This design comes from an exercise in tuning for small area and a short achievable clock period on the open sky130 flow, not from production work. Only simulation tests tie the RTL to the original design; equivalence was not proved. No activity file was given, so power comes from the tool's default toggle rates.

<file path="design/flow/design.v">
`timescale 1ns/1ps
`default_nettype none
package cnt_pkg;
  localparam int CNT_NUM = 4;
  localparam int CNT_W   = 32;
  localparam int INTR_W  = 2 * CNT_NUM;
endpackage
`default_nettype wire
`timescale 1ns/1ps
`default_nettype none
module cnt_apb_regs (
  input  logic [31:0]                 i_paddr,
  input  logic                        i_pwrite,
  input  logic                        i_psel,
  input  logic                        i_penable,
  output logic                        o_wr,
  output logic                        o_rd,
  output logic                        o_sel_trig,
  output logic                        o_sel_sts,
  output logic                        o_sel_mset,
  output logic                        o_sel_mclr,
  output logic [cnt_pkg::CNT_NUM-1:0] o_sel_ctrl,
  output logic [cnt_pkg::CNT_NUM-1:0] o_sel_tgt,
  output logic [cnt_pkg::CNT_NUM-1:0] o_sel_cnt,
  output logic [cnt_pkg::CNT_NUM-1:0] o_sel_cap,
  output logic                        o_base,
  output logic                        o_rsel_sts,
  output logic                        o_rsel_mset,
  output logic [cnt_pkg::CNT_NUM-1:0] o_rsel_ctrl,
  output logic [cnt_pkg::CNT_NUM-1:0] o_rsel_tgt,
  output logic [cnt_pkg::CNT_NUM-1:0] o_rsel_cnt,
  output logic [cnt_pkg::CNT_NUM-1:0] o_rsel_cap
);
  logic       base;
  logic [3:0] ofs;
  assign o_wr = i_psel & ~i_penable & i_pwrite;
  assign o_rd = i_psel & ~i_penable & ~i_pwrite;
  assign base = ~|{i_paddr[31:7], i_paddr[1:0]};
  always_comb begin
    for (int k = 0; k < 4; k++) ofs[k] = (i_paddr[3:2] == k[1:0]);
  end
  assign o_base      = base;
  assign o_rsel_sts  = (i_paddr[6:4] == 3'd0) & ofs[1];
  assign o_rsel_mset = (i_paddr[6:4] == 3'd0) & ofs[2];
  assign o_sel_trig = base & (i_paddr[6:4] == 3'd0) & ofs[0];
  assign o_sel_sts  = base & (i_paddr[6:4] == 3'd0) & ofs[1];
  assign o_sel_mset = base & (i_paddr[6:4] == 3'd0) & ofs[2];
  assign o_sel_mclr = base & (i_paddr[6:4] == 3'd0) & ofs[3];
  for (genvar n = 0; n < cnt_pkg::CNT_NUM; n++) begin : g_sel
    logic blk;
    assign blk           = base & (i_paddr[6:4] == 3'(n + 2));
    assign o_sel_ctrl[n] = blk & ofs[0];
    assign o_sel_tgt[n]  = blk & ofs[1];
    assign o_sel_cnt[n]  = blk & ofs[2];
    assign o_sel_cap[n]  = blk & ofs[3];
    assign o_rsel_ctrl[n] = (i_paddr[6:4] == 3'(n + 2)) & ofs[0];
    assign o_rsel_tgt[n]  = (i_paddr[6:4] == 3'(n + 2)) & ofs[1];
    assign o_rsel_cnt[n]  = (i_paddr[6:4] == 3'(n + 2)) & ofs[2];
    assign o_rsel_cap[n]  = (i_paddr[6:4] == 3'(n + 2)) & ofs[3];
  end
endmodule
`default_nettype wire
`timescale 1ns/1ps
`default_nettype none
module cnt_channel (
  input  logic        i_pclk,
  input  logic        i_prst_n,
  input  logic        i_wr,
  input  logic        i_rd,
  input  logic        i_sel_ctrl,
  input  logic        i_sel_tgt,
  input  logic        i_sel_cnt,
  input  logic        i_sel_cap,
  input  logic        i_rsel_ctrl,   
  input  logic        i_rsel_tgt,
  input  logic        i_rsel_cnt,
  input  logic        i_rsel_cap,
  input  logic        i_glb_trig,    
  input  logic [31:0] i_wdata,
  input  logic        i_din_a,
  output logic        o_dout_a,
  output logic        o_dout_a_oen,
  output logic [31:0] o_rdata,       
  output logic        o_cmp_evt,
  output logic        o_cap_evt
);
  logic        en_q, edge_q, ovwr_q;
  logic [31:0] tgt_q;
  logic        clear_q;      
  logic        run_nx_q;     
  logic        run_q;
  logic [31:0] cnt_q;
  logic [31:0] cap_q;
  logic        full_q;
  logic        cap_vld_q;
  logic        dout_q, cmp_evt_q, cap_evt_q;
  logic        din_s1, din_s2, din_d;
  logic [31:0] cnt_tgl;
  logic ctrl_wr, glb, start_in, stop_in, clear_in;
  logic load, counting, eq, hit, edge_hit, cap_take, cap_read;
  assign ctrl_wr  = i_wr & i_sel_ctrl;
  assign glb      = i_glb_trig & en_q;
  assign start_in = (ctrl_wr & i_wdata[4]) | (glb & i_wdata[0]);
  assign stop_in  = (ctrl_wr & i_wdata[5]) | (glb & i_wdata[1]);
  assign clear_in = (ctrl_wr & i_wdata[6]) | (glb & i_wdata[2]);
  always_ff @(posedge i_pclk or negedge i_prst_n) begin
    if (!i_prst_n) begin
      en_q   <= 1'b0;
      edge_q <= 1'b0;
      ovwr_q <= 1'b0;
    end else if (ctrl_wr) begin
      en_q   <= i_wdata[0];
      edge_q <= i_wdata[1];
      ovwr_q <= i_wdata[2];
    end
  end
  always_ff @(posedge i_pclk or negedge i_prst_n) begin
    if (!i_prst_n) begin
      tgt_q <= '0;
    end else if (i_wr & i_sel_tgt) begin
      tgt_q <= i_wdata;
    end
  end
  always_ff @(posedge i_pclk or negedge i_prst_n) begin
    if (!i_prst_n) begin
      run_nx_q <= 1'b0;
      run_q    <= 1'b0;
    end else begin
      run_nx_q <= ~stop_in & (start_in | run_nx_q);
      run_q    <= run_nx_q;
    end
  end
  always_ff @(posedge i_pclk) begin
    clear_q <= clear_in;
  end
  assign load     = i_wr & i_sel_cnt;
  assign counting = run_q & en_q;
  assign eq       = (cnt_q == tgt_q);
  assign hit      = counting & eq & ~clear_q & ~load;
  always_comb begin
    cnt_tgl[0] = counting;
    for (int i = 1; i < 32; i++) cnt_tgl[i] = counting & (&(cnt_q | ~((32'd1 << i) - 32'd1)));
  end
  always_ff @(posedge i_pclk or negedge i_prst_n) begin
    if (!i_prst_n) begin
      cnt_q <= '0;
    end else begin
      cnt_q <= ({32{~clear_q & load}} & i_wdata)
             | ({32{~clear_q & ~load & ~(counting & eq)}} & (cnt_q ^ cnt_tgl));
    end
  end
  always_ff @(posedge i_pclk or negedge i_prst_n) begin
    if (!i_prst_n) begin
      dout_q    <= 1'b0;
      cmp_evt_q <= 1'b0;
    end else begin
      dout_q    <= dout_q ^ hit;
      cmp_evt_q <= hit;
    end
  end
  always_ff @(posedge i_pclk or negedge i_prst_n) begin
    if (!i_prst_n) begin
      din_s1 <= 1'b0;
    end else begin
      din_s1 <= i_din_a;
    end
  end
  always_ff @(posedge i_pclk) begin
    din_s2 <= din_s1;
    din_d  <= din_s2;
  end
  assign edge_hit = (din_s2 ^ din_d) & (din_d == edge_q);
  assign cap_take = en_q & edge_hit & (~full_q | ovwr_q);
  assign cap_read = i_rd & i_sel_cap;
  always_ff @(posedge i_pclk or negedge i_prst_n) begin
    if (!i_prst_n) begin
      full_q    <= 1'b0;
      cap_evt_q <= 1'b0;
    end else begin
      full_q    <= cap_take | (full_q & ~cap_read);
      cap_evt_q <= cap_take;
    end
  end
  always_ff @(posedge i_pclk) begin
    if (cap_take) begin
      cap_q <= cnt_q;
    end
  end
  always_ff @(posedge i_pclk or negedge i_prst_n) begin
    if (!i_prst_n) begin
      cap_vld_q <= 1'b0;
    end else if (cap_take) begin
      cap_vld_q <= 1'b1;
    end
  end
  assign o_rdata = ({32{i_rsel_tgt}} & tgt_q)
                 | ({32{i_rsel_cnt}} & cnt_q)
                 | ({32{i_rsel_cap & cap_vld_q}} & cap_q)
                 | ({32{i_rsel_ctrl}} & {22'd0, full_q, run_q, 5'd0, ovwr_q, edge_q, en_q});
  assign o_dout_a     = dout_q;
  assign o_dout_a_oen = en_q;
  assign o_cmp_evt    = cmp_evt_q;
  assign o_cap_evt    = cap_evt_q;
endmodule
`default_nettype wire
`timescale 1ns/1ps
`default_nettype none
module cnt_intr_ctrl (
  input  logic                       i_pclk,
  input  logic                       i_prst_n,
  input  logic [cnt_pkg::INTR_W-1:0] i_evt,
  input  logic                       i_sts_clr_wr,
  input  logic                       i_mask_set_wr,
  input  logic                       i_mask_clr_wr,
  input  logic [cnt_pkg::INTR_W-1:0] i_data,
  output logic [cnt_pkg::INTR_W-1:0] o_sts,
  output logic [cnt_pkg::INTR_W-1:0] o_mask,
  output logic                       o_int
);
  logic [cnt_pkg::INTR_W-1:0] sts_q;
  logic [cnt_pkg::INTR_W-1:0] mask_q;
  logic                       int_q;
  always_ff @(posedge i_pclk or negedge i_prst_n) begin
    if (!i_prst_n) begin
      sts_q <= '0;
    end else begin
      sts_q <= (sts_q & ~({cnt_pkg::INTR_W{i_sts_clr_wr}} & i_data)) | i_evt;
    end
  end
  always_ff @(posedge i_pclk or negedge i_prst_n) begin
    if (!i_prst_n) begin
      mask_q <= '0;
    end else begin
      mask_q <= (mask_q & ~({cnt_pkg::INTR_W{i_mask_clr_wr & ~i_mask_set_wr}} & i_data))
              | ({cnt_pkg::INTR_W{i_mask_set_wr}} & i_data);
    end
  end
  always_ff @(posedge i_pclk or negedge i_prst_n) begin
    if (!i_prst_n) begin
      int_q <= 1'b0;
    end else begin
      int_q <= |(sts_q & mask_q);
    end
  end
  assign o_sts  = sts_q;
  assign o_mask = mask_q;
  assign o_int  = int_q;
endmodule
`default_nettype wire
`timescale 1ns/1ps
`default_nettype none
module counter_top (
  input  logic                        i_pclk,
  input  logic                        i_prst_n,
  input  logic [31:0]                 i_paddr,
  input  logic [31:0]                 i_pwdata,
  input  logic                        i_pwrite,
  input  logic                        i_psel,
  input  logic                        i_penable,
  output logic [31:0]                 o_prdata,
  input  logic [cnt_pkg::CNT_NUM-1:0] i_extern_din_a,
  output logic [cnt_pkg::CNT_NUM-1:0] o_extern_dout_a,
  output logic [cnt_pkg::CNT_NUM-1:0] o_extern_dout_a_oen,
  output logic                        o_int
);
  logic                           wr, rd;
  logic                           sel_trig, sel_sts, sel_mset, sel_mclr;
  logic [cnt_pkg::CNT_NUM-1:0]    sel_ctrl, sel_tgt, sel_cnt, sel_cap;
  logic                           base, rsel_sts, rsel_mset;
  logic [cnt_pkg::CNT_NUM-1:0]    rsel_ctrl, rsel_tgt, rsel_cnt, rsel_cap;
  logic                           base_q;
  logic [cnt_pkg::CNT_NUM*32-1:0] ch_rdata;
  logic [cnt_pkg::INTR_W-1:0]     intr_evt;
  logic [cnt_pkg::INTR_W-1:0]     intr_sts;
  logic [cnt_pkg::INTR_W-1:0]     intr_mask;
  logic [31:0]                    rdata;
  logic [31:0]                    prdata_q;
  cnt_apb_regs u_dec (
    .i_paddr    (i_paddr),
    .i_pwrite   (i_pwrite),
    .i_psel     (i_psel),
    .i_penable  (i_penable),
    .o_wr       (wr),
    .o_rd       (rd),
    .o_sel_trig (sel_trig),
    .o_sel_sts  (sel_sts),
    .o_sel_mset (sel_mset),
    .o_sel_mclr (sel_mclr),
    .o_sel_ctrl (sel_ctrl),
    .o_sel_tgt  (sel_tgt),
    .o_sel_cnt  (sel_cnt),
    .o_sel_cap  (sel_cap),
    .o_base     (base),
    .o_rsel_sts (rsel_sts),
    .o_rsel_mset(rsel_mset),
    .o_rsel_ctrl(rsel_ctrl),
    .o_rsel_tgt (rsel_tgt),
    .o_rsel_cnt (rsel_cnt),
    .o_rsel_cap (rsel_cap)
  );
  for (genvar n = 0; n < cnt_pkg::CNT_NUM; n++) begin : g_ch
    cnt_channel u_ch (
      .i_pclk       (i_pclk),
      .i_prst_n     (i_prst_n),
      .i_wr         (wr),
      .i_rd         (rd),
      .i_sel_ctrl   (sel_ctrl[n]),
      .i_sel_tgt    (sel_tgt[n]),
      .i_sel_cnt    (sel_cnt[n]),
      .i_sel_cap    (sel_cap[n]),
      .i_rsel_ctrl  (rsel_ctrl[n]),
      .i_rsel_tgt   (rsel_tgt[n]),
      .i_rsel_cnt   (rsel_cnt[n]),
      .i_rsel_cap   (rsel_cap[n]),
      .i_glb_trig   (wr & sel_trig),
      .i_wdata      (i_pwdata),
      .i_din_a      (i_extern_din_a[n]),
      .o_dout_a     (o_extern_dout_a[n]),
      .o_dout_a_oen (o_extern_dout_a_oen[n]),
      .o_rdata      (ch_rdata[32*n +: 32]),
      .o_cmp_evt    (intr_evt[2*n]),
      .o_cap_evt    (intr_evt[2*n+1])
    );
  end
  cnt_intr_ctrl u_intr (
    .i_pclk        (i_pclk),
    .i_prst_n      (i_prst_n),
    .i_evt         (intr_evt),
    .i_sts_clr_wr  (wr & sel_sts),
    .i_mask_set_wr (wr & sel_mset),
    .i_mask_clr_wr (wr & sel_mclr),
    .i_data        (i_pwdata[cnt_pkg::INTR_W-1:0]),
    .o_sts         (intr_sts),
    .o_mask        (intr_mask),
    .o_int         (o_int)
  );
  always_comb begin
    rdata = {24'd0, ({8{rsel_sts}} & intr_sts) | ({8{rsel_mset}} & intr_mask)};
    for (int n = 0; n < cnt_pkg::CNT_NUM; n++) rdata = rdata | ch_rdata[32*n +: 32];
  end
  always_ff @(posedge i_pclk) begin
    prdata_q <= rdata;
    base_q   <= base;
  end
  assign o_prdata = prdata_q & {32{base_q}};
endmodule
`default_nettype wire
</file>
<file path="design/flow/flow/run.sh">
#!/bin/bash
# Standard layout with these changes:
#  - synthesis maps the logic with the ABC script in abc_speed2.script (see
#    my_synth.tcl); flip-flops are mapped before ABC and are left as they are
#  - the port buffers are plain buf_2 cells instead of the delay cells
#    buffer_ports picks on its own
#  - clock tree synthesis adds no dummy loads and builds the tree from
#    clkbuf_8 cells, with clusters of up to 14 sinks
set -euo pipefail
export MY_WORK="$(pwd)"
export MY_ABC_SCRIPT="$MY_WORK/flow/abc_speed2.script"
export BUFFER_PORTS_ARGS="-buffer_cell sky130_fd_sc_hd__buf_2"
export CTS_ARGS="-sink_clustering_enable -repair_clock_nets -dont_use_dummy_load -buf_list {sky130_fd_sc_hd__clkbuf_8} -sink_clustering_size 14 -sink_clustering_max_diameter 60"
sed "s#SYNTH_SCRIPT=[^ ]*#SYNTH_SCRIPT=$MY_WORK/flow/my_synth.tcl#" standard.sh > my_standard.sh
grep -q "SYNTH_SCRIPT=$MY_WORK/flow/my_synth.tcl" my_standard.sh
bash my_standard.sh finish > make_finish.log 2>&1
</file>
<file path="design/flow/flow/abc_speed2.script">
&get -n
&st
&syn2
&if -g -K 6
&synch2
&nf
&st
&syn2
&if -g -K 6
&synch2
&nf
&put
buffer -c
topo
stime -c
upsize -c
dnsize -c
</file>
<file path="design/flow/flow/my_synth.tcl">
# The standard flow's synthesis script, with the ABC mapping script swapped for
# flow/abc_speed2.script. Only the technology mapping of the logic changes;
# the flip-flops are mapped before ABC runs and are left as they are.
proc abc {args} {
  set i [lsearch $args -script]
  if {$i >= 0} { lset args [expr {$i + 1}] $::env(MY_ABC_SCRIPT) }
  puts "abc with [lindex $args [expr {$i + 1}]]"
  yosys abc {*}$args
}
source $::env(MY_WORK)/synth_recipe.tcl
</file>
<file path="design/flow/standard.sh">
#!/bin/bash
# synth_recipe.tcl (not shown) runs the flow's synth.tcl, then flattens the netlist and writes it again
# the make line also repeats each setting of config.mk as NAME=value (left out here)
make -C /OpenROAD-flow-scripts/flow DESIGN_CONFIG=/design/flow/config.mk WORK_HOME=/design/flow/orfs CLKGATE_MAP_FILE= SYNTH_SCRIPT=/design/flow/synth_recipe.tcl "${@:-finish}"
</file>
<file path="design/flow/config.mk">
export PLATFORM = sky130hd
export DESIGN_NAME = counter_top
export DESIGN_NICKNAME = counter_top
export VERILOG_FILES = /design/flow/design.v
export SDC_FILE = /design/flow/constraint.sdc
export NUM_CORES = 4
export LEC_CHECK = 0
export CAP_MARGIN = 20
export CORE_MARGIN = 2
export CORE_UTILIZATION = 40
export SETUP_SLACK_MARGIN = 1.2
export SLEW_MARGIN = 20
</file>
<file path="design/flow/constraint.sdc">
create_clock -name core_clock -period 3.5 [get_ports {i_pclk}]
set_input_delay 0.7000 -clock core_clock [delete_from_list [all_inputs] [get_ports {i_pclk}]]
set_output_delay 0.7000 -clock core_clock [all_outputs]
set_load 0.01 [all_outputs]
</file>
==> flow_metrics.env, run 1 <==
export IMPL_outcome="no timing/DRC/antenna violations"
export IMPL_worstSetupPathType="reg -> reg"
export IMPL_syn_num_nets=2094
export IMPL_power_frac_comb=0.036
export IMPL_grt_start_max_net_pins=96
export IMPL_clk_pin_slew_worst_paths_ns=0.10
export IMPL_track_usage=0.2927
export IMPL_required_ns=4.03
export IMPL_cellLeakagePower_nw=11.11
export IMPL_dr_pass1_iters=5
export IMPL_final_cell_mix="276 x dfrtp_1, 178 x nand2_1, 128 x edfxtp_1"
export IMPL_worstPathMaxFanout=12
export IMPL_p_int_w=0.007043
export IMPL_antenna_found_initial=4
export IMPL_hold_viol_final=0
export IMPL_seqPwrFrac=0.631
export IMPL_drive_gt1_frac=0.2333
export IMPL_hold_class="in -> reg"
export IMPL_skew_ns=0.05252
export IMPL_period_share=0.6783
export IMPL_pin_count=114
export IMPL_worstSkewPairLatency_ns=0.69
export IMPL_drv_cap=0
export IMPL_switching_share=0.2402
export IMPL_gp_congestion=0.9407
export IMPL_rsz0062_at_grt="true"
export IMPL_synth_edf_count=128
export IMPL_relSlewSlack=0.3738
export IMPL_critPathCaptureType="flop"
export IMPL_drv_slew=0
export IMPL_start_util=0.4025
export IMPL_cts_buffer_depth=3
export IMPL_ys_ff_latch=490
export IMPL_cellPowerDensity_mw_per_mm2=347.5
export IMPL_dp_hpwl_um=57630
export IMPL_tightest_slew_ns=0.9359
export IMPL_synthDistinctLibCells=62
export IMPL_synthArstFlopShare=0.6469
export IMPL_route_detailed_drc=0
export IMPL_htree_levels=2
export IMPL_r2r_slack_ns=1.13
export IMPL_placed_area_mm2=0.02498
export IMPL_syn_area_mm2=0.02313
export IMPL_startpoint_type="flop"
export IMPL_p_clk_frac=0.333
export IMPL_die_w_um=244.5
export IMPL_synth_seq_area_share=0.5481
export IMPL_p_sw_w=0.002226
export IMPL_dr_total_vias=18330
export IMPL_yosys_warnings=4
export IMPL_final_setup_tns_ns=0
export IMPL_numCtsBuffers=44
export IMPL_period_needed_ns=2.374
export IMPL_drt_iter0_drc=2509
export IMPL_die_h_um=244.5
export IMPL_detail_route_antenna_nets=0
export IMPL_final_area_mm2=0.02667
export IMPL_fin_nets=2226
export IMPL_arrival_ns=2.91
export IMPL_wire_per_inst_um=30.26
export IMPL_crit_slowest_cell="or4_4"
export IMPL_numPortBuffers=113
export IMPL_dieArea_mm2=0.05977
export IMPL_hold_ws_ns=0.1129
export IMPL_clock_sinks=490
export IMPL_nFillCells=5235
export IMPL_avgViaCountPerCell=6.290
export IMPL_final_common_cell="dfrtp_1"
export IMPL_grt_pass1_wl_um=126800
export IMPL_cp_cell_sequence="xor2_4 > nor4_4 > nand4_1 > or4_4 > nand2_8 > buf_12 > o21ai_0"
export IMPL_synth_ff_type="dfrtp_1"
export IMPL_synthToLayoutAreaGrowth_pct=15.32
export IMPL_syn_avg_cell_area_um2=11.47
export IMPL_ir_drop_v=0.0002505
export IMPL_drt_total_wl_um=88180
export IMPL_grt_overflow_total=0
export IMPL_max_stage_delay_ns=0.64
export IMPL_setup_viol=0
export IMPL_cts_root_buffer="clkbuf_8"
export IMPL_fp_coreArea_mm2=0.05748
export IMPL_rows=88
export IMPL_grt_pass1_vias=17870
export IMPL_fmax_mhz=421.2
export IMPL_synthCells=2017
export IMPL_cts_tree="yes"
## worst max-delay path, delay by kind of cell (launching register included)
kind	cells	cell delay, ns
AO/OA/AOI/OAI	1	0.11
XOR/XNOR	1	0.21
buffers and inverters	1	0.17
flip-flops	1	0.46
AND/OR/NAND/NOR	4	1.27
## layout make-up
| type | instances | area, um2 | area share |
|---|---|---|---|
| clock buffer | 44 | 605.6 | 0.02270 |
| timing repair buffer | 229 | 1824 | 0.06839 |
| multi-input combinational | 1347 | 10410 | 0.3902 |
| sequential | 490 | 12730 | 0.4773 |
| inverter | 37 | 141.4 | 0.005300 |
| antenna | 2 | 5.005 | 0.0001876 |
| tap | 765 | 957.2 | 0.03588 |
## stage by stage
stage / util / total power (W) / setup slack (ns) / std cells
finish: 0.4641 / 0.009269 / 1.126 / 2914
global route: 0.4641 / 0.009556 / 1.108 / 2913
CTS: 0.4557 / 0.009290 / 1.178 / 2895
detailed placement: 0.4347 / 0.006295 / 0.4028 / 2828
global placement: 0.4347 / 0.006292 / 0.3975 / 2828
floorplan: - / 0.006045 / 1.113 / 2017
## layer usage
layer,GRT usage,vias up,part of all wire
li1,-,7595,-
met3,0.07375,260,0.11
met5,0,-,0.00018
met2,0.4498,1171,0.45
met1,0.3890,9301,0.38
met4,0.1359,2,0.058
## cell usage after synthesis (37+ instances only)
cell type    n  area [um2]
xnor2_1    123        1077
a221oi_1    89       779.5
inv_1       37       138.9
dfrtp_1    317        7933
a22o_1      83       727.0
nand3_1     78       390.4
nand2_1    183       686.9
clkbuf_1    93       349.1
mux2_1      71       799.5
xor2_1     133        1165
o21ai_0     97       485.5
edfxtp_1   128        3844
and2_1      41       256.5
dfxtp_1     45       900.9
nand4_1     56       350.3
nor2_1      74       277.8
mux2_2      69       777.0
## registers in the layout, indices dropped and copies added (netlist names), 8 cells and up
register / flops
g_ch.u_ch.cap_q: 128
g_ch.u_ch.cnt_q: 128
g_ch.u_ch.tgt_q: 128
prdata_q: 32
u_intr.mask_q: 8
u_intr.sts_q: 8
## path summary, 6_finish.rpt
path,from,end,cells past startpoint
setup / recovery,g_ch[0].u_ch.cnt_q[28]$_DFF_PN0_,g_ch[0].u_ch.cnt_q[13]$_DFF_PN0_,7
hold / removal,i_extern_din_a[1],g_ch[1].u_ch.din_s1$_DFF_PN0_,1
setup reg to reg,g_ch[0].u_ch.cnt_q[28]$_DFF_PN0_,g_ch[0].u_ch.cnt_q[13]$_DFF_PN0_,7
hold reg to reg,g_ch[0].u_ch.din_s1$_DFF_PN0_,g_ch[0].u_ch.din_s2$_DFF_P_,0
max in group asynchronous,i_prst_n,g_ch[1].u_ch.cnt_q[14]$_DFF_PN0_,4
min in group asynchronous,i_prst_n,g_ch[0].u_ch.cnt_q[31]$_DFF_PN0_,2
## power by group through the flow
stage	registers, W	logic, W	clock network [W]
detailed placement	0.00597	0.000325	0
floorplan	0.00597	0.0000771	0
finish	0.00585	0.000329	0.00309
CTS	0.00585	0.000328	0.00311
global placement	0.00597	0.000323	0
global route	0.00585	0.000351	0.00335
## timing repair
item	in CTS	in global routing
hold endpoints to repair	43	0
hold buffers	1	0
pin swaps	27	21
gates cloned	3	4
endpoints found under the setup margin	185	221
setup buffers	19	13
resized for setup	89	81
## kinds of logic (layout without fill, tap and decap cells)
group / after synthesis / after routing / share of synthesized area
AOI/OAI and AO/OA: 382 / 382 / 0.1252
xor gates and xnor gates: 256 / 256 / 0.09693
adders and majority gates: 4 / 4 / 0.002164
buffers and inverters: 180 / 310 / 0.03327
DFF: 490 / 490 / 0.5481
muxes: 148 / 148 / 0.07162
other: 0 / 2 / 0
and+or+nand+nor: 557 / 557 / 0.1228
==> run 2: changes to the inputs <==
--- a/design/flow/config.mk
+++ b/design/flow/config.mk
@@ -12 +12,2 @@
 export SLEW_MARGIN = 20
+export TNS_END_PERCENT = 10
==> run 2 against run 1 <==
  * Design area up 1.2%
  * Non-clock buffer count up 33
  * Flip-flop and latch count unchanged
  * Global-route usage down 1.0 points
  * Synthesized area unchanged
  * Sequential power about the same
  * Routed wire length down 2.6%
  * Synthesized cell count unchanged
  * Sequential share of layout area down 0.57 points
  * Setup slack worse by 0.14 ns
  * Register-to-register slack worse by 0.14 ns
  * Critical endpoint is now g_ch[0].u_ch.cnt_q[3]$_DFF_PN0_
  * Largest cell class unchanged
  * Largest power group unchanged
  * Highest routed layer unchanged
==> flow_metrics.env, run 2 <==
export IMPL_fin_nets=2261
export IMPL_worstPathMaxFanout=7
export IMPL_yosysMostFrequentCell="dfrtp_1"
export IMPL_p_sw_w=0.002207
export IMPL_worstSetupPathType="reg -> reg"
export IMPL_nFillCells=5233
export IMPL_reg_top3="g_ch.u_ch.cap_q x128, g_ch.u_ch.cnt_q x128, g_ch.u_ch.tgt_q x128"
export IMPL_hold_class="in -> async"
export IMPL_drt_iter0_drc=2164
export IMPL_max_stage_delay_ns=0.67
export IMPL_arrival_ns=3.02
export IMPL_wire_per_inst_um=29.12
export IMPL_die_w_um=244.5
export IMPL_fp_coreArea_mm2=0.05748
export IMPL_rows=88
export IMPL_start_util=0.4025
export IMPL_finalPower_w=0.009298
export IMPL_ir_drop_v=0.0002254
export IMPL_postCtsHoldBufs=0
export IMPL_track_usage=0.2825
export IMPL_yosys_warnings=4
export IMPL_final_setup_tns_ns=0
export IMPL_crit_slowest_cell="or4_4"
export IMPL_antenna_found_initial=5
export IMPL_p_int_w=0.007091
export IMPL_yosys_area_top_type="dfrtp_1"
export IMPL_rsz0062_at_grt="true"
export IMPL_synthCells=2017
export IMPL_final_common_cell="dfrtp_1"
export IMPL_synth_seq_area_share=0.5481
export IMPL_critPathBufInv=1
export IMPL_p_clk_frac=0.336
export IMPL_cp_cell_sequence="xor2_1 > nor4_2 > nand4_1 > or4_4 > nand2_8 > buf_4 > o21ai_0"
export IMPL_period_needed_ns=2.512
export IMPL_crit_family="simple AND/OR/NAND/NOR gates"
export IMPL_synthToLayoutAreaGrowth_pct=16.67
export IMPL_hold_viol_final=0
export IMPL_skew_ns=0.1044
export IMPL_drv_slew=0
export IMPL_hold_ws_ns=0.002223
export IMPL_outcome="no timing/DRC/antenna violations"
export IMPL_avgViaCountPerCell=6.191
export IMPL_dieArea_mm2=0.05977
export IMPL_dr_pass1_iters=6
export IMPL_r2r_cells=7
export IMPL_gp_congestion=0.9412
export IMPL_clk_pin_slew_worst_paths_ns=0.09
export IMPL_r2r_end="g_ch[0].u_ch.cnt_q[3]$_DFF_PN0_"
export IMPL_numPortBuffers=113
export IMPL_multi_input_area_mm2=0.01044
export IMPL_fmax_mhz=398.1
export IMPL_tightest_slew_ns=1.021
export IMPL_switching_share=0.2373
export IMPL_grt_pass1_vias=17970
export IMPL_drt_total_wl_um=85920
export IMPL_seqCellArea_mm2=0.01273
export IMPL_drv_cap=0
export IMPL_grt_start_max_net_pins=83
export IMPL_critPathCaptureType="flop"
export IMPL_synth_ff_type="dfrtp_1"
export IMPL_detail_route_antenna_nets=0
export IMPL_final_cell_mix="281 x dfrtp_1, 178 x nand2_1, 128 x edfxtp_1"
export IMPL_setup_viol=0
export IMPL_cts_buffer_depth=3
export IMPL_fin_cells=2950
export IMPL_synth_common_cells="317 x dfrtp_1, 183 x nand2_1, 133 x xor2_1"
export IMPL_syn_avg_cell_area_um2=11.47
export IMPL_grt_pass1_wl_um=123300
export IMPL_cts_root_buffer="clkbuf_8"
export IMPL_syn_num_nets=2094
export IMPL_grt_overflow_total=0
export IMPL_synthArstFlopShare=0.6469
export IMPL_period_share=0.7177
export IMPL_drive_gt1_frac=0.2415
export IMPL_seqPwrFrac=0.629
export IMPL_clock_sinks=490
export IMPL_dr_total_vias=18260
export IMPL_cellLeakagePower_nw=11.33
export IMPL_route_detailed_drc=0
export IMPL_synth_edf_count=128
export IMPL_synthDistinctLibCells=62
export IMPL_startpoint_type="flop"
export IMPL_worstSkewPairLatency_ns=0.68
export IMPL_yosys_area_top_type_share=0.3429
export IMPL_die_h_um=244.5
export IMPL_relSlewSlack=0.3191
export IMPL_utilization=0.4695
export IMPL_cts_tree="yes"
export IMPL_ys_ff_latch=490
export IMPL_numCtsBuffers=46
export IMPL_pin_count=114
export IMPL_dp_hpwl_um=56880
export IMPL_cellPowerDensity_mw_per_mm2=344.6
export IMPL_required_ns=4.00
export IMPL_syn_area_mm2=0.02313
export IMPL_yosys_top_cells_area="dfrtp_1 34%, edfxtp_1 17%, xor2_1 5.0%, xnor2_1 4.7%, dfxtp_1 3.9%"
export IMPL_power_frac_comb=0.035
export IMPL_r2r_slack_ns=0.99
export IMPL_place_inst=2839
export IMPL_htree_levels=2
export IMPL_r2r_start="g_ch[0].u_ch.cnt_q[19]$_DFF_PN0_"
==> run 2: routing by layer <==
layer / global-route usage / vias to the layer above / share of wire
met4: 0.1431 / 4 / 0.057
met3: 0.05882 / 262 / 0.11
met1: 0.3874 / 9188 / 0.40
li1: - / 7650 / -
met2: 0.4239 / 1160 / 0.44
met5: 0 / - / 0.00030
==> run 2: cells by family (layout without fill, tap and decap cells) <==
| group | Yosys count | in the layout | share of synthesized area |
|---|---|---|---|
| AO/OA/AOI/OAI | 382 | 382 | 0.1252 |
| adder cells (fa/ha/maj) | 4 | 4 | 0.002164 |
| other | 0 | 3 | 0 |
| multiplexers | 148 | 148 | 0.07162 |
| AND/OR/NAND/NOR | 557 | 557 | 0.1228 |
| XOR/XNOR | 256 | 256 | 0.09693 |
| flip-flops | 490 | 490 | 0.5481 |
| buffers and inverters | 180 | 345 | 0.03327 |
==> run 2: worst max path at each step <==
stage	from	end	slack, ns	cells after the start
2_1_floorplan	i_paddr[19]	g_ch[0].u_ch.tgt_q[10]$_DFFE_PN0P_	1.11	7
3_5_place_dp	g_ch[2].u_ch.cnt_q[6]$_DFF_PN0_	g_ch[2].u_ch.dout_q$_DFF_PN0_	0.39	8
3_3_place_gp	g_ch[2].u_ch.cnt_q[6]$_DFF_PN0_	g_ch[2].u_ch.dout_q$_DFF_PN0_	0.35	8
4_1_cts	g_ch[3].u_ch.cnt_q[22]$_DFF_PN0_	g_ch[3].u_ch.cnt_q[0]$_DFF_PN0_	1.11	7
5_1_grt	g_ch[0].u_ch.cnt_q[27]$_DFF_PN0_	g_ch[0].u_ch.cnt_q[5]$_DFF_PN0_	1.0	7
6_report	g_ch[0].u_ch.cnt_q[19]$_DFF_PN0_	g_ch[0].u_ch.cnt_q[3]$_DFF_PN0_	0.99	7
==> run 2: cell type report <==
| cell class | instances | area share |
|---|---|---|
| flip-flops and latches | 490 | 0.4716 |
| diodes | 3 | 0.0002782 |
| repair buffers | 262 | 0.07720 |
| inverters | 37 | 0.005147 |
| multi-input cells | 1347 | 0.3869 |
| clock buffers | 46 | 0.02346 |
| well taps | 765 | 0.03547 |
==> run 2: stage by stage <==
stage / instance area [um2] / setup WS (ns)
2_1_floorplan: 23300 / 1.113
3_3_place_gp: 25010 / 0.3493
3_5_place_dp: 25010 / 0.3946
4_1_cts: 26220 / 1.109
5_1_grt: 26980 / 0.9952
6_report: 26990 / 0.9880
==> run 2: power groups by stage <==
stage	clock, W	sequential, W	combinational (W)
CTS	0.00315	0.00585	0.000320
finish	0.00312	0.00585	0.000327
global placement	0	0.00597	0.000318
floorplan	0	0.00597	0.0000761
detailed placement	0	0.00597	0.000319
global route	0.00336	0.00585	0.000348
==> run 2: timing repair <==
item | CTS | global route
gates resized for setup | 77 | 83
pin swaps | 24 | 31
buffers inserted | 16 | 39
cloned | 2 | 5
setup endpoints to repair | 168 | 224
==> run 3: changes to the inputs <==
--- a/design/flow/config.mk
+++ b/design/flow/config.mk
@@ -10,3 +10,3 @@
 export CORE_UTILIZATION = 40
-export SETUP_SLACK_MARGIN = 1.2
+export SETUP_SLACK_MARGIN = 1.4
 export SLEW_MARGIN = 20
==> run 3 against run 2 <==
  * Synthesized area is the same
  * Worst hold slack gained 0.0041 ns
  * Count of clock-buffer cells in the layout is the same
  * First-iteration DRC count shrank 3.6%
  * Clock skew is essentially flat
  * Critical path depth grew 1
  * Cell count shrank 0.54%
  * Flip-flop and latch count is the same
  * Die area is the same
  * Largest cell class unchanged
  * Design area shrank 0.29%
==> flow_metrics.env, run 3 <==
export IMPL_arrival_ns=2.97
export IMPL_die_h_um=244.5
export IMPL_skew_ns=0.1040
export IMPL_antenna_found_initial=5
export IMPL_cp_cell_sequence="xor2_2 > nor4_4 > nand3_1 > or4_4 > nand2_8 > buf_6 > buf_4 > o2bb2ai_1"
export IMPL_detail_route_antenna_nets=0
export IMPL_yosys_top_cells_area="dfrtp_1 34%, edfxtp_1 17%, xor2_1 5.0%, xnor2_1 4.7%, dfxtp_1 3.9%"
export IMPL_htree_levels=2
export IMPL_hold_viol_final=0
export IMPL_clk_pin_slew_worst_paths_ns=0.10
export IMPL_final_common_cell="dfrtp_1"
export IMPL_required_ns=4.02
export IMPL_max_stage_delay_ns=0.63
export IMPL_reg_top3="g_ch.u_ch.cap_q x128, g_ch.u_ch.cnt_q x128, g_ch.u_ch.tgt_q x128"
export IMPL_yosys_warnings=4
export IMPL_synthCells=2017
export IMPL_avgViaCountPerCell=6.204
export IMPL_cts_buffer_depth=3
export IMPL_worstSetupPathType="reg -> reg"
export IMPL_startpoint_type="flop"
export IMPL_rsz0062_at_grt="true"
export IMPL_track_usage=0.2850
export IMPL_pin_count=114
export IMPL_final_cell_mix="291 x dfrtp_1, 178 x nand2_1, 128 x xor2_1, 128 x edfxtp_1, 111 x buf_2"
export IMPL_grt_pass1_wl_um=124400
export IMPL_fmax_mhz=407.3
export IMPL_worstPathMaxFanout=7
export IMPL_drt_total_wl_um=86160
export IMPL_yosysMostFrequentCell="dfrtp_1"
export IMPL_grt_start_max_net_pins=83
export IMPL_r2r_end="g_ch[3].u_ch.cnt_q[13]$_DFF_PN0_"
export IMPL_clock_sinks=490
export IMPL_drt_iter0_drc=2087
export IMPL_drv_cap=0
export IMPL_r2r_start="g_ch[3].u_ch.tgt_q[30]$_DFFE_PN0P_"
export IMPL_fin_nets=2244
export IMPL_dr_pass1_iters=5
export IMPL_fp_coreArea_mm2=0.05748
export IMPL_nFillCells=5256
export IMPL_period_share=0.7015
export IMPL_wire_per_inst_um=29.37
export IMPL_worstSkewPairLatency_ns=0.68
export IMPL_die_w_um=244.5
export IMPL_ys_ff_latch=490
export IMPL_yosys_area_top_type="dfrtp_1"
export IMPL_cellLeakagePower_nw=11.31
export IMPL_drive_gt1_frac=0.2420
export IMPL_hold_class="in -> async"
export IMPL_dieArea_mm2=0.05977
export IMPL_synth_seq_area_share=0.5481
export IMPL_final_setup_tns_ns=0
export IMPL_synthDistinctLibCells=62
export IMPL_r2r_cells=8
export IMPL_grt_overflow_total=0
export IMPL_synth_common_cells="317 x dfrtp_1, 183 x nand2_1, 133 x xor2_1"
export IMPL_crit_slowest_cell="or4_4"
export IMPL_hold_ws_ns=0.006276
export IMPL_dp_hpwl_um=56880
export IMPL_dr_total_vias=18200
export IMPL_period_needed_ns=2.455
export IMPL_r2r_slack_ns=1.04
export IMPL_syn_avg_cell_area_um2=11.47
export IMPL_synth_ff_type="dfrtp_1"
export IMPL_cts_root_buffer="clkbuf_8"
export IMPL_final_area_mm2=0.02691
export IMPL_outcome="no timing/DRC/antenna violations"
export IMPL_numCtsBuffers=46
export IMPL_gp_congestion=0.9412
export IMPL_synth_edf_count=128
export IMPL_placed_area_mm2=0.02501
export IMPL_syn_area_mm2=0.02313
export IMPL_yosys_area_top_type_share=0.3429
export IMPL_relSlewSlack=0.4702
export IMPL_rows=88
export IMPL_tightest_slew_ns=0.7946
export IMPL_synthArstFlopShare=0.6469
export IMPL_synthToLayoutAreaGrowth_pct=16.33
export IMPL_route_detailed_drc=0
export IMPL_syn_num_nets=2094
export IMPL_numPortBuffers=113
export IMPL_grt_pass1_vias=18120
export IMPL_ir_drop_v=0.0002257
export IMPL_drv_slew=0
export IMPL_setup_viol=0
export IMPL_critPathCaptureType="flop"
export IMPL_start_util=0.4025
export IMPL_cellPowerDensity_mw_per_mm2=345.1
export IMPL_cts_tree="yes"
==> run 3: critical path: cells and delay by family, from the launching register on <==
| kind | cells | cell delay (ns) |
|---|---|---|
| AO/OA/AOI/OAI | 1 | 0.09 |
| XOR/XNOR | 1 | 0.21 |
| buffers and inverters | 2 | 0.26 |
| flip-flops | 1 | 0.42 |
| AND/OR/NAND/NOR | 4 | 1.30 |
==> run 3: worst max-delay path by stage <==
stage                                  startpoint                            endpoint  depth (start not counted)
3_3_place_gp      g_ch[2].u_ch.cnt_q[6]$_DFF_PN0_       g_ch[2].u_ch.dout_q$_DFF_PN0_                          8
5_1_grt          g_ch[1].u_ch.cnt_q[24]$_DFF_PN0_    g_ch[1].u_ch.cnt_q[22]$_DFF_PN0_                          8
2_1_floorplan                         i_paddr[19]  g_ch[0].u_ch.tgt_q[10]$_DFFE_PN0P_                          7
4_1_cts          g_ch[2].u_ch.cnt_q[29]$_DFF_PN0_    g_ch[2].u_ch.cnt_q[14]$_DFF_PN0_                          8
3_5_place_dp      g_ch[2].u_ch.cnt_q[6]$_DFF_PN0_       g_ch[2].u_ch.dout_q$_DFF_PN0_                          8
6_report       g_ch[3].u_ch.tgt_q[30]$_DFFE_PN0P_    g_ch[3].u_ch.cnt_q[13]$_DFF_PN0_                          8
==> run 3: area by class of cell <==
type | instances | area [um2] | area share
Antenna cell | 4 | 10.01 | 0.0003720
Clock buffer | 46 | 633.1 | 0.02353
Inverter | 37 | 138.9 | 0.005162
Multi-Input combinational cell | 1347 | 10490 | 0.3900
Sequential cell | 490 | 12710 | 0.4725
Tap cell | 765 | 957.2 | 0.03557
Timing Repair Buffer | 245 | 1962 | 0.07291
==> run 3: per-layer routing <==
metal,track usage,vias up,wire (um)
met5,0,-,10
met4,0.1368,2,4670
met3,0.06266,234,9417
met2,0.4306,1141,37810
met1,0.3891,9202,34250
li1,-,7625,-
==> run 3: where the power goes <==
part | internal, W | switching [W]
Clock | 0.00117 | 0.00194
Sequential | 0.00584 | 0.00000601
Combinational | 0.0000766 | 0.000249
Total | 0.00709 | 0.00219
==> run 3: per-stage QoR <==
stage / worst slack [ns] / utilization / total power [W] / std cells
3_3_place_gp: 0.3493 / 0.4351 / 0.006287 / 2839
2_1_floorplan: 1.113 / - / 0.006044 / 2017
4_1_cts: 1.160 / 0.4604 / 0.009324 / 2913
5_1_grt: 1.018 / 0.4681 / 0.009551 / 2932
6_report: 1.045 / 0.4682 / 0.009286 / 2934
3_5_place_dp: 0.3946 / 0.4351 / 0.006289 / 2839
==> run 3: timing repair <==
item	CTS	global route
pin swaps	34	33
setup endpoints to repair	281	355
hold buffers	0	0
gates cloned	4	3
buffers inserted	24	14
gates resized for setup	116	84
==> run 3: kinds of logic after synthesis <==
family / share of synthesized area
buffers and inverters: 0.03327
multiplexers: 0.07162
XOR/XNOR: 0.09693
flip-flops: 0.5481
AND/OR/NAND/NOR: 0.1228
adder cells (fa/ha/maj): 0.002164
AO/OA/AOI/OAI: 0.1252
==> run 4: changes to the inputs <==
--- a/design/flow/config.mk
+++ b/design/flow/config.mk
@@ -10,4 +10,3 @@
 export CORE_UTILIZATION = 40
-export SETUP_SLACK_MARGIN = 1.4
+export SETUP_SLACK_MARGIN = 1.25
 export SLEW_MARGIN = 20
-export TNS_END_PERCENT = 10
==> run 4 against run 3 <==
  * Fmax increased by 1.2%
  * Flip-flop and latch count unchanged
  * Utilization rose by 1.6 points
  * Highest routed layer unchanged
  * Synthesized cell count unchanged
  * Design area is 3.4% higher
  * Routed wire length increased by 2.3%
  * Clock power about the same
  * Global-route usage grew 0.46 points
  * Critical path depth down 1
  * Total power up 0.17%
  * Largest cell class unchanged
  * Clock skew down 0.0029 ns
  * Synthesized area stayed put
==> flow_metrics.env, run 4 <==
export IMPL_outcome="no timing/DRC/antenna violations"
export IMPL_relSlewSlack=0.3534
export IMPL_htree_levels=2
export IMPL_switching_share=0.2373
export IMPL_route_detailed_drc=0
export IMPL_tightest_slew_ns=0.9664
export IMPL_r2r_end="g_ch[1].u_ch.cnt_q[12]$_DFF_PN0_"
export IMPL_setup_viol=0
export IMPL_seqPwrFrac=0.629
export IMPL_synthArstFlopShare=0.6469
export IMPL_cellLeakagePower_nw=11.59
export IMPL_worstPathMaxFanout=9
export IMPL_final_common_cell="dfrtp_1"
export IMPL_pin_count=114
export IMPL_hold_class="in -> reg"
export IMPL_synthDistinctLibCells=62
export IMPL_grt_start_max_net_pins=69
export IMPL_cellPowerDensity_mw_per_mm2=334.5
export IMPL_grt_pass1_vias=18030
export IMPL_r2r_slack_ns=1.07
export IMPL_numCtsBuffers=46
export IMPL_syn_avg_cell_area_um2=11.47
export IMPL_clock_sinks=490
export IMPL_grt_overflow_total=0
export IMPL_drive_gt1_frac=0.2972
export IMPL_final_setup_tns_ns=0
export IMPL_rows=88
export IMPL_yosys_warnings=4
export IMPL_cts_buffer_depth=3
export IMPL_synth_seq_area_share=0.5481
export IMPL_fmax_mhz=412.1
export IMPL_syn_num_nets=2094
export IMPL_arrival_ns=2.97
export IMPL_period_needed_ns=2.427
export IMPL_synthCells=2017
export IMPL_antenna_found_initial=5
export IMPL_ir_drop_v=0.0002403
export IMPL_worstSetupPathType="reg -> reg"
export IMPL_gp_congestion=0.9655
export IMPL_yosys_area_top_type_share=0.3429
export IMPL_drt_iter0_drc=2097
export IMPL_hold_viol_final=0
export IMPL_p_int_w=0.007095
export IMPL_cts_tree="yes"
export IMPL_critPathCapture="g_ch[1].u_ch.cnt_q[12]$_DFF_PN0_"
export IMPL_drt_total_wl_um=88140
export IMPL_final_cell_mix="273 x dfrtp_1, 178 x nand2_1, 128 x edfxtp_1"
export IMPL_dp_hpwl_um=58010
export IMPL_required_ns=4.04
export IMPL_synth_ff_type="dfrtp_1"
export IMPL_wire_per_inst_um=29.85
export IMPL_drv_cap=0
export IMPL_die_h_um=244.5
export IMPL_yosysMostFrequentCell="dfrtp_1"
export IMPL_synth_common_cells="317 x dfrtp_1, 183 x nand2_1, 133 x xor2_1"
export IMPL_r2r_cells=7
export IMPL_r2r_start="g_ch[1].u_ch.cnt_q[6]$_DFF_PN0_"
export IMPL_dr_total_vias=18440
export IMPL_worstSkewPairLatency_ns=0.69
export IMPL_worstHoldPathCells=1
export IMPL_clk_pin_slew_worst_paths_ns=0.10
export IMPL_skew_ns=0.1011
export IMPL_numPortBuffers=113
export IMPL_die_w_um=244.5
export IMPL_cts_root_buffer="clkbuf_8"
export IMPL_p_clk_frac=0.335
export IMPL_dr_pass1_iters=6
export IMPL_fp_coreArea_mm2=0.05748
export IMPL_start_util=0.4025
export IMPL_fin_nets=2263
export IMPL_drv_slew=0
export IMPL_track_usage=0.2897
export IMPL_finalPower_w=0.009302
export IMPL_cp_startpoint="g_ch[1].u_ch.cnt_q[6]$_DFF_PN0_"
export IMPL_yosys_top_cells_area="dfrtp_1 34%, edfxtp_1 17%, xor2_1 5.0%, xnor2_1 4.7%, dfxtp_1 3.9%"
export IMPL_synth_edf_count=128
export IMPL_reg_top3="g_ch.u_ch.cap_q x128, g_ch.u_ch.cnt_q x128, g_ch.u_ch.tgt_q x128"
export IMPL_startpoint_type="flop"
export IMPL_syn_area_mm2=0.02313
export IMPL_grt_pass1_wl_um=126200
export IMPL_dieArea_mm2=0.05977
export IMPL_detail_route_antenna_nets=0
export IMPL_yosys_area_top_type="dfrtp_1"
export IMPL_critPathCaptureType="flop"
export IMPL_ys_ff_latch=490
export IMPL_rsz0062_at_grt="true"
export IMPL_synthToLayoutAreaGrowth_pct=20.23
export IMPL_power_frac_comb=0.037
export IMPL_period_share=0.6934
export IMPL_avgViaCountPerCell=6.244
export IMPL_p_sw_w=0.002208
## run 4: cell count changes in the layout (fill, tap and decap cells not counted), moves of 8 or more
cell and change:
and2_1 -23, and2_4 +23, buf_2 -23, buf_4 +8
buf_6 +27, dfrtp_1 -18, dfrtp_2 +18, o21ai_0 -15
o21ai_2 +10, o2bb2ai_1 -29, o2bb2ai_2 +27
## run 4: how the worst min path moves through the flow
stage	from	end	slack, ns
3_3_place_gp	g_ch[0].u_ch.din_s1$_DFF_PN0_	g_ch[0].u_ch.din_s2$_DFF_P_	0.33
4_1_cts	i_extern_din_a[1]	g_ch[1].u_ch.din_s1$_DFF_PN0_	0.09
2_1_floorplan	g_ch[0].u_ch.din_s1$_DFF_PN0_	g_ch[0].u_ch.din_s2$_DFF_P_	0.32
3_5_place_dp	g_ch[3].u_ch.din_s1$_DFF_PN0_	g_ch[3].u_ch.din_s2$_DFF_P_	0.33
6_report	i_extern_din_a[3]	g_ch[3].u_ch.din_s1$_DFF_PN0_	0.13
5_1_grt	i_extern_din_a[1]	g_ch[1].u_ch.din_s1$_DFF_PN0_	0.10
## run 4: cell type report
class | count | area, um2
fillers | 5176 | 29670
flip-flops and latches | 490 | 12740
multi-input cells | 1347 | 10960
repair buffers | 264 | 2369
well taps | 765 | 957.2
clock buffers | 46 | 633.1
inverters | 37 | 141.4
diodes | 4 | 10.01
## run 4: kinds of logic (layout without fill, tap and decap cells)
group           Yosys count  count (layout)  share of synthesized area
compound gates          382             382                     0.1252
xor+xnor                256             256                    0.09693
fa+ha+maj                 4               4                   0.002164
buf+inv                 180             347                    0.03327
flops                   490             490                     0.5481
mux                     148             148                    0.07162
other cells               0               4                          0
simple gates            557             557                     0.1228
## run 4: stage by stage
stage | std cells | worst slack (ns) | cell area [um2] | hold WS, ns | utilization
after floorplan | 2017 | 1.118 | 23450 | 0.3242 | -
after global placement | 2830 | 0.3097 | 25010 | 0.3288 | 0.4351
after detailed placement | 2830 | 0.2539 | 25010 | 0.3306 | 0.4351
after CTS | 2918 | 1.131 | 26570 | 0.09131 | 0.4623
after global routing | 2952 | 1.057 | 27810 | 0.1034 | 0.4838
final | 2953 | 1.073 | 27810 | 0.1346 | 0.4838
## run 4: critical path, cell delays in order (launching register included)
cell	delay [ns]
dfrtp_2	0.49
xor2_1	0.26
nor4_4	0.32
nand4_1	0.37
nor4_4	0.29
nand2b_4	0.29
clkbuf_16	0.22
o21ai_0	0.10
## run 4: repair_timing
item,in CTS,in global routing
endpoints found under the setup margin,243,216
resized for setup,114,234
setup buffers,37,24
hold buffers,1,0
endpoints found under the hold margin,1,0
pin swaps,28,66
gates cloned,4,7
## run 4: power groups by stage
stage	Combinational, W	Sequential, W	Clock [W]
detailed placement	0.000330	0.00597	0
floorplan	0.0000806	0.00597	0
global placement	0.000327	0.00597	0
finish	0.000341	0.00585	0.00311
CTS	0.000335	0.00585	0.00315
global route	0.000362	0.00585	0.00337
## run 4: per-layer routing
metal	up-vias	routed length, um	part of all wire	GRT usage
li1	7657	-	-	-
met1	9364	34740	0.39	0.3987
met2	1157	38910	0.44	0.4339
met3	257	9371	0.11	0.05959
met4	4	5076	0.058	0.1460
met5	-	31	0.00035	0
==> run 5: changes to the inputs <==
--- a/design/flow/config.mk
+++ b/design/flow/config.mk
@@ -10,3 +10,4 @@
 export CORE_UTILIZATION = 40
-export SETUP_SLACK_MARGIN = 1.25
+export PLACE_DENSITY = 0.5
+export SETUP_SLACK_MARGIN = 1.2
 export SLEW_MARGIN = 20
==> run 5 against run 4 <==
  * Still clean
  * Register-to-register slack improved by 0.03 ns
  * Sequential share of layout area hardly changed
  * Non-clock buffer count is 21 higher
  * Total power rose by 0.98%
  * Sequential power hardly changed
  * Count of clock-buffer cells in the layout up 1
  * Largest cell class unchanged
  * Highest routed layer is now met4
==> flow_metrics.env, run 5 <==
export IMPL_start_util=0.4025
export IMPL_dieArea_mm2=0.05977
export IMPL_fin_nets=2286
export IMPL_numPortBuffers=113
export IMPL_die_h_um=244.5
export IMPL_outcome="no timing/DRC/antenna violations"
export IMPL_critPathCaptureType="flop"
export IMPL_syn_avg_cell_area_um2=11.47
export IMPL_synth_simple_gate_area_frac=0.1228
export IMPL_rows=88
export IMPL_period_needed_ns=2.396
export IMPL_syn_area_mm2=0.02313
export IMPL_reg_top3="g_ch.u_ch.cap_q x128, g_ch.u_ch.cnt_q x128, g_ch.u_ch.tgt_q x128"
export IMPL_fmax_mhz=417.3
export IMPL_ir_drop_v=0.0002541
export IMPL_synthDistinctLibCells=62
export IMPL_r2r_cells=7
export IMPL_detail_route_antenna_nets=0
export IMPL_gp_congestion=0.9150
export IMPL_synthCells=2017
export IMPL_dp_hpwl_um=61570
export IMPL_synthXorXnorAreaFrac=0.09693
export IMPL_drive_gt1_frac=0.2868
export IMPL_synth_seq_area_share=0.5481
export IMPL_rsz0062_at_grt="true"
export IMPL_drt_total_wl_um=94980
export IMPL_fin_cells=2976
export IMPL_yosys_area_top_type="dfrtp_1"
export IMPL_htree_levels=2
export IMPL_synthToLayoutAreaGrowth_pct=20.22
export IMPL_utilization=0.4838
export IMPL_cellPowerDensity_mw_per_mm2=337.8
export IMPL_place_inst=2848
export IMPL_final_common_cell="dfrtp_1"
export IMPL_arrival_ns=2.93
export IMPL_drv_slew=0
export IMPL_clock_sinks=490
export IMPL_dr_pass1_iters=7
export IMPL_route_detailed_drc=0
export IMPL_drt_iter0_drc=1879
export IMPL_multi_input_area_mm2=0.01094
export IMPL_hold_viol_final=0
export IMPL_grt_overflow_total=0
export IMPL_numCtsBuffers=47
export IMPL_cp_cell_sequence="xor2_4 > nor4_4 > nand3_1 > or4_4 > nand2_8 > clkbuf_16 > o2bb2ai_2"
export IMPL_yosys_warnings=4
export IMPL_worstPathMaxFanout=6
export IMPL_period_share=0.6846
export IMPL_final_area_mm2=0.02781
export IMPL_startpoint_type="flop"
export IMPL_final_cell_mix="274 x dfrtp_1, 178 x nand2_1, 132 x buf_4"
export IMPL_grt_start_max_net_pins=80
export IMPL_wire_per_inst_um=31.91
export IMPL_hold_class="in -> reg"
export IMPL_grt_pass1_vias=17960
export IMPL_r2r_start="g_ch[3].u_ch.tgt_q[7]$_DFFE_PN0P_"
export IMPL_synthArstFlopShare=0.6469
export IMPL_synth_compound_area_share=0.1252
export IMPL_die_w_um=244.5
export IMPL_final_setup_tns_ns=0
export IMPL_cts_buffer_depth=3
export IMPL_skew_ns=0.08601
export IMPL_muxShareOfSynthArea=0.07162
export IMPL_setup_viol=0
export IMPL_drv_cap=0
export IMPL_cts_root_buffer="clkbuf_8"
export IMPL_required_ns=4.04
export IMPL_synth_fa_ha_area_frac=0.002164
export IMPL_r2r_end="g_ch[3].u_ch.cnt_q[23]$_DFF_PN0_"
export IMPL_yosysMostFrequentCell="dfrtp_1"
export IMPL_cts_tree="yes"
export IMPL_avgViaCountPerCell=6.169
export IMPL_dr_total_vias=18360
export IMPL_synth_edf_count=128
export IMPL_relSlewSlack=0.3873
export IMPL_track_usage=0.3131
export IMPL_yosys_area_top_type_share=0.3429
export IMPL_seqCellArea_mm2=0.01273
export IMPL_clk_pin_slew_worst_paths_ns=0.08
export IMPL_pin_count=114
export IMPL_fp_coreArea_mm2=0.05748
export IMPL_cellLeakagePower_nw=11.73
export IMPL_synth_top_family_by_area="compound AO/OA/AOI/OAI gates"
export IMPL_synth_common_cells="317 x dfrtp_1, 183 x nand2_1, 133 x xor2_1"
export IMPL_worstSkewPairLatency_ns=0.69
export IMPL_r2r_slack_ns=1.10
export IMPL_grt_pass1_wl_um=133300
export IMPL_nFillCells=5296
export IMPL_antenna_found_initial=7
export IMPL_crit_slowest_cell="or4_4"
export IMPL_cp_startpoint="g_ch[3].u_ch.tgt_q[7]$_DFFE_PN0P_"
export IMPL_synth_ff_type="dfrtp_1"
export IMPL_yosys_top_cells_area="dfrtp_1 34%, edfxtp_1 17%, xor2_1 5.0%, xnor2_1 4.7%, dfxtp_1 3.9%"
export IMPL_tightest_slew_ns=0.9157
export IMPL_placed_area_mm2=0.02519
export IMPL_hold_ws_ns=0.1418
export IMPL_critPathCapture="g_ch[3].u_ch.cnt_q[23]$_DFF_PN0_"
export IMPL_worstSetupPathType="reg -> reg"
export IMPL_syn_num_nets=2094
export IMPL_ys_ff_latch=490
export IMPL_max_stage_delay_ns=0.64
-- run 5: cell counts after synthesis --
Identical to the previous run, type by type.
-- run 5: cell type report --
| type | instances | area share |
|---|---|---|
| Timing Repair Buffer | 285 | 0.08549 |
| Tap cell | 765 | 0.03442 |
| Clock buffer | 47 | 0.02326 |
| Multi-Input combinational cell | 1348 | 0.3935 |
| Antenna cell | 4 | 0.0003600 |
| Sequential cell | 490 | 0.4580 |
| Inverter | 37 | 0.004994 |
-- run 5: critical path: cells and delay by family (launching register included) --
family          cells  cell delay [ns]
simple gates        4             1.35
compound gates      1             0.06
xor+xnor            1             0.21
buf+inv             1             0.19
flops               1             0.46
-- run 5: report_power, final --
part	leakage, nW	internal (W)	switching, W
Sequential	5.51	0.00584	0.00000514
Combinational	5.88	0.0000811	0.000262
Clock	0.338	0.00120	0.00201
-- run 5: what timing repair did --
item | in CTS | in global routing
hold buffers | 1 | 0
resized for setup | 120 | 151
gates cloned | 4 | 7
hold endpoints to repair | 5 | 0
pin swaps | 33 | 42
buffers inserted | 29 | 36
endpoints found under the setup margin | 192 | 171
-- run 5: worst min path at each step --
stage                                       start                       endpoint  slack (ns)  cells past startpoint
floorplan           g_ch[0].u_ch.din_s1$_DFF_PN0_    g_ch[0].u_ch.din_s2$_DFF_P_        0.32                      0
global placement    g_ch[0].u_ch.din_s1$_DFF_PN0_    g_ch[0].u_ch.din_s2$_DFF_P_        0.33                      0
detailed placement  g_ch[2].u_ch.din_s1$_DFF_PN0_    g_ch[2].u_ch.din_s2$_DFF_P_        0.33                      0
CTS                             i_extern_din_a[2]  g_ch[2].u_ch.din_s1$_DFF_PN0_         0.1                      1
global route                    i_extern_din_a[3]  g_ch[3].u_ch.din_s1$_DFF_PN0_        0.12                      1
finish                          i_extern_din_a[2]  g_ch[2].u_ch.din_s1$_DFF_PN0_        0.14                      1
-- run 5: metal layers --
layer	track usage	up-vias	share of wire
met3	0.05257	170	0.088
met4	0.1130	0	0.037
li1	-	7696	-
met1	0.4399	9546	0.42
met5	0	-	0
met2	0.4882	946	0.46
-- run 5: cell families (layout without fill, tap and decap cells) --
| group | Yosys count | count (layout) |
|---|---|---|
| other | 0 | 4 |
| adder cells (fa/ha/maj) | 4 | 4 |
| buffers and inverters | 180 | 369 |
| flip-flops | 490 | 490 |
| AND/OR/NAND/NOR | 557 | 558 |
| AO/OA/AOI/OAI | 382 | 382 |
| XOR/XNOR | 256 | 256 |
| multiplexers | 148 | 148 |
-- run 5: per-stage QoR --
stage | setup slack [ns] | total power, W
after floorplan | 1.113 | 0.006045
after global placement | 0.3563 | 0.006298
after detailed placement | 0.3525 | 0.006300
after CTS | 1.145 | 0.009439
after global routing | 1.080 | 0.009686
final | 1.104 | 0.009394
==> run 6: changes to the inputs <==
--- a/design/flow/config.mk
+++ b/design/flow/config.mk
@@ -10,3 +10,3 @@
 export CORE_UTILIZATION = 40
-export PLACE_DENSITY = 0.5
+export PLACE_DENSITY = 0.65
 export SETUP_SLACK_MARGIN = 1.2
==> run 6 against run 5 <==
  * Critical path depth grew 1
  * Routed wire length shrank 5.8%
  * Synthesized cell count is the same
  * Clock skew grew 0.017 ns
  * Count of clock-buffer cells in the layout shrank 3
  * Worst hold slack lost 0.029 ns
  * Die area is the same
==> flow_metrics.env, run 6 <==
export IMPL_yosys_top_cells_area="dfrtp_1 34%, edfxtp_1 17%, xor2_1 5.0%, xnor2_1 4.7%, dfxtp_1 3.9%"
export IMPL_gp_congestion=0.9924
export IMPL_syn_num_nets=2094
export IMPL_setup_viol=0
export IMPL_multi_input_area_mm2=0.01097
export IMPL_worstSetupPathType="reg -> reg"
export IMPL_clk_pin_slew_worst_paths_ns=0.09
export IMPL_cts_buffer_depth=3
export IMPL_dp_hpwl_um=56450
export IMPL_fmax_mhz=380.9
export IMPL_detail_route_antenna_nets=0
export IMPL_finalPower_w=0.009230
export IMPL_numCtsBuffers=44
export IMPL_drv_slew=0
export IMPL_syn_avg_cell_area_um2=11.47
export IMPL_start_util=0.4025
export IMPL_startpoint_type="flop"
export IMPL_relSlewSlack=0.3693
export IMPL_outcome="no timing/DRC/antenna violations"
export IMPL_yosys_warnings=4
export IMPL_skew_ns=0.1026
export IMPL_nFillCells=5144
export IMPL_dr_total_vias=18650
export IMPL_drt_iter0_drc=2395
export IMPL_arrival_ns=3.14
export IMPL_yosys_area_top_type="dfrtp_1"
export IMPL_drt_total_wl_um=89430
export IMPL_final_common_cell="dfrtp_1"
export IMPL_pin_count=114
export IMPL_synthDistinctLibCells=62
export IMPL_yosys_area_top_type_share=0.3429
export IMPL_crit_family="simple AND/OR/NAND/NOR gates"
export IMPL_rows=88
export IMPL_synth_common_cells="317 x dfrtp_1, 183 x nand2_1, 133 x xor2_1"
export IMPL_required_ns=4.02
export IMPL_worstSkewPairLatency_ns=0.70
export IMPL_critPathBufInv=2
export IMPL_crit_slowest_cell="dfrtp_1"
export IMPL_avgViaCountPerCell=6.323
export IMPL_cts_root_buffer="clkbuf_8"
export IMPL_synthToLayoutAreaGrowth_pct=20.39
export IMPL_grt_pass1_vias=18450
export IMPL_final_setup_tns_ns=0
export IMPL_tightest_slew_ns=0.9461
export IMPL_hold_viol_final=0
export IMPL_period_share=0.7502
export IMPL_synthArstFlopShare=0.6469
export IMPL_die_w_um=244.5
export IMPL_grt_pass1_wl_um=128100
export IMPL_fin_cells=2950
export IMPL_period_needed_ns=2.626
export IMPL_fin_nets=2263
export IMPL_grt_start_max_net_pins=99
export IMPL_antenna_found_initial=2
export IMPL_hold_class="in -> reg"
export IMPL_route_detailed_drc=0
export IMPL_drive_gt1_frac=0.2894
export IMPL_htree_levels=2
export IMPL_cts_tree="yes"
export IMPL_wire_per_inst_um=30.32
export IMPL_max_stage_delay_ns=0.53
export IMPL_synth_ff_type="dfrtp_1"
export IMPL_clock_sinks=490
export IMPL_place_inst=2833
export IMPL_seqCellArea_mm2=0.01274
export IMPL_cellLeakagePower_nw=11.61
export IMPL_utilization=0.4845
export IMPL_worstPathMaxFanout=8
export IMPL_numPortBuffers=113
export IMPL_critPathCaptureType="flop"
export IMPL_ys_ff_latch=490
export IMPL_track_usage=0.2947
export IMPL_reg_top3="g_ch.u_ch.cap_q x128, g_ch.u_ch.cnt_q x128, g_ch.u_ch.tgt_q x128"
export IMPL_grt_overflow_total=0
export IMPL_cp_cell_sequence="xor2_1 > nor4_1 > nand4_1 > nor4_4 > nand2b_4 > buf_6 > buf_12 > o21ai_2"
export IMPL_dieArea_mm2=0.05977
export IMPL_yosysMostFrequentCell="dfrtp_1"
export IMPL_die_h_um=244.5
export IMPL_cellPowerDensity_mw_per_mm2=331.5
export IMPL_synthCells=2017
export IMPL_synth_edf_count=128
export IMPL_dr_pass1_iters=6
export IMPL_ir_drop_v=0.0002677
export IMPL_drv_cap=0
export IMPL_syn_area_mm2=0.02313
export IMPL_rsz0062_at_grt="true"
export IMPL_fp_coreArea_mm2=0.05748
export IMPL_synth_seq_area_share=0.5481
export IMPL_hold_ws_ns=0.1128
export IMPL_final_cell_mix="273 x dfrtp_1, 178 x nand2_1, 128 x edfxtp_1"
-- run 6: final timing paths --
path / start / end / slack (ns) / depth (start not counted)
max reg2reg: g_ch[1].u_ch.cnt_q[8]$_DFF_PN0_ / g_ch[1].u_ch.cnt_q[30]$_DFF_PN0_ / 0.87 / 8
min reg2reg: g_ch[2].u_ch.din_s2$_DFF_P_ / g_ch[2].u_ch.din_d$_DFF_P_ / 0.31 / 0
max: g_ch[1].u_ch.cnt_q[8]$_DFF_PN0_ / g_ch[1].u_ch.cnt_q[30]$_DFF_PN0_ / 0.87 / 8
min in group asynchronous: i_prst_n / g_ch[2].u_ch.cnt_q[15]$_DFF_PN0_ / 0.13 / 1
max in group asynchronous: i_prst_n / g_ch[1].u_ch.cnt_q[30]$_DFF_PN0_ / 2.45 / 2
min: i_extern_din_a[0] / g_ch[0].u_ch.din_s1$_DFF_PN0_ / 0.11 / 1
-- run 6: worst reg2reg max path, delay by kind of cell (launching register included) --
kind / cells / cell delay (ns)
AO/OA/AOI/OAI: 1 / 0.08
XOR/XNOR: 1 / 0.24
buffers and inverters: 2 / 0.30
flip-flops: 1 / 0.53
AND/OR/NAND/NOR: 4 / 1.36
-- run 6: layer usage --
metal | vias to the layer above | GRT usage | routed length [um]
met2 | 1246 | 0.4389 | 39220
met3 | 307 | 0.07430 | 10200
met1 | 9438 | 0.3932 | 34480
li1 | 7661 | - | -
met5 | - | 0 | 0
met4 | 0 | 0.1628 | 5533
-- run 6: power by group --
group          total (W)  switching (W)  internal [W]
clock            0.00304        0.00191       0.00112
combinational   0.000344       0.000261     0.0000827
sequential       0.00585     0.00000667       0.00584
-- run 6: layout make-up --
type / count / area share
flip-flops and latches: 490 / 0.4574
repair buffers: 266 / 0.08748
clock buffers: 44 / 0.02175
inverters: 37 / 0.005032
well taps: 765 / 0.03437
multi-input cells: 1347 / 0.3939
diodes: 1 / 0.00008986
-- run 6: repair_timing --
| action | in CTS | in global routing |
|---|---|---|
| gates cloned | 9 | 4 |
| hold buffers | 0 | 0 |
| pin swaps | 46 | 74 |
| setup buffers | 40 | 19 |
| resized for setup | 157 | 188 |
| setup endpoints to repair | 192 | 215 |
-- run 6: kinds of logic after synthesis --
group,Yosys count,share of synthesized area
AOI/OAI and AO/OA,382,0.1252
muxes,148,0.07162
buffers and inverters,180,0.03327
and+or+nand+nor,557,0.1228
DFF,490,0.5481
adders and majority gates,4,0.002164
xor gates and xnor gates,256,0.09693
-- run 6: stage by stage --
step | setup WS [ns] | cell area [um2]
2_1_floorplan | 1.113 | 23380
3_3_place_gp | 0.4108 | 25060
3_5_place_dp | 0.3682 | 25060
4_1_cts | 1.071 | 26890
5_1_grt | 0.9207 | 27850
6_report | 0.8744 | 27850

afterwards: timing with drivers on the ports:
The results above use ideal ports. As a check the final layouts listed here were re-extracted and re-timed, cells and wires unchanged.
Step 1 sets driving cells, clkbuf_16 on the clock port and buf_2 on the other inputs (assumed; they add their load-dependent delay and slew).
Step 2 also shifts input and output timing later by t, the mid clock arrival at the registers, as if the neighbouring blocks saw the same clock.
Three values: ideal ports, drivers, drivers and shift; two values: the first two.
run | t, ns | setup WS [ns] | worst hold slack (ns) | worst setup path at the end | clock arrival spread, ns | cell pins on the clock port's net
run 1 | 0.718 | 1.126 / 1.126 / 0.479 | 0.113 / 0.076 / 0.340 | input to register | 0.052 / 0.053 | 1
run 2 | 0.684 | 0.988 / 0.988 / 0.480 | 0.002 / -0.008 / 0.339 | input to register | 0.105 / 0.105 | 1
run 3 | 0.685 | 1.045 / 1.045 / 0.507 | 0.006 / -0.003 / 0.340 | input to register | 0.104 / 0.105 | 1
run 4 | 0.699 | 1.073 / 1.067 / 0.429 | 0.135 / 0.092 / 0.316 | input to register | 0.102 / 0.102 | 1
run 5 | 0.710 | 1.104 / 1.104 / 0.540 | 0.142 / 0.099 / 0.303 | input to register | 0.092 / 0.092 | 1
run 6 | 0.700 | 0.874 / 0.874 / 0.542 | 0.113 / 0.080 / 0.313 | input to register | 0.103 / 0.103 | 1
After both steps every run listed still meets setup and hold. The setup slack of run 1, which loses most, moves by 0.000 ns with the drivers and by -0.647 ns with both steps.
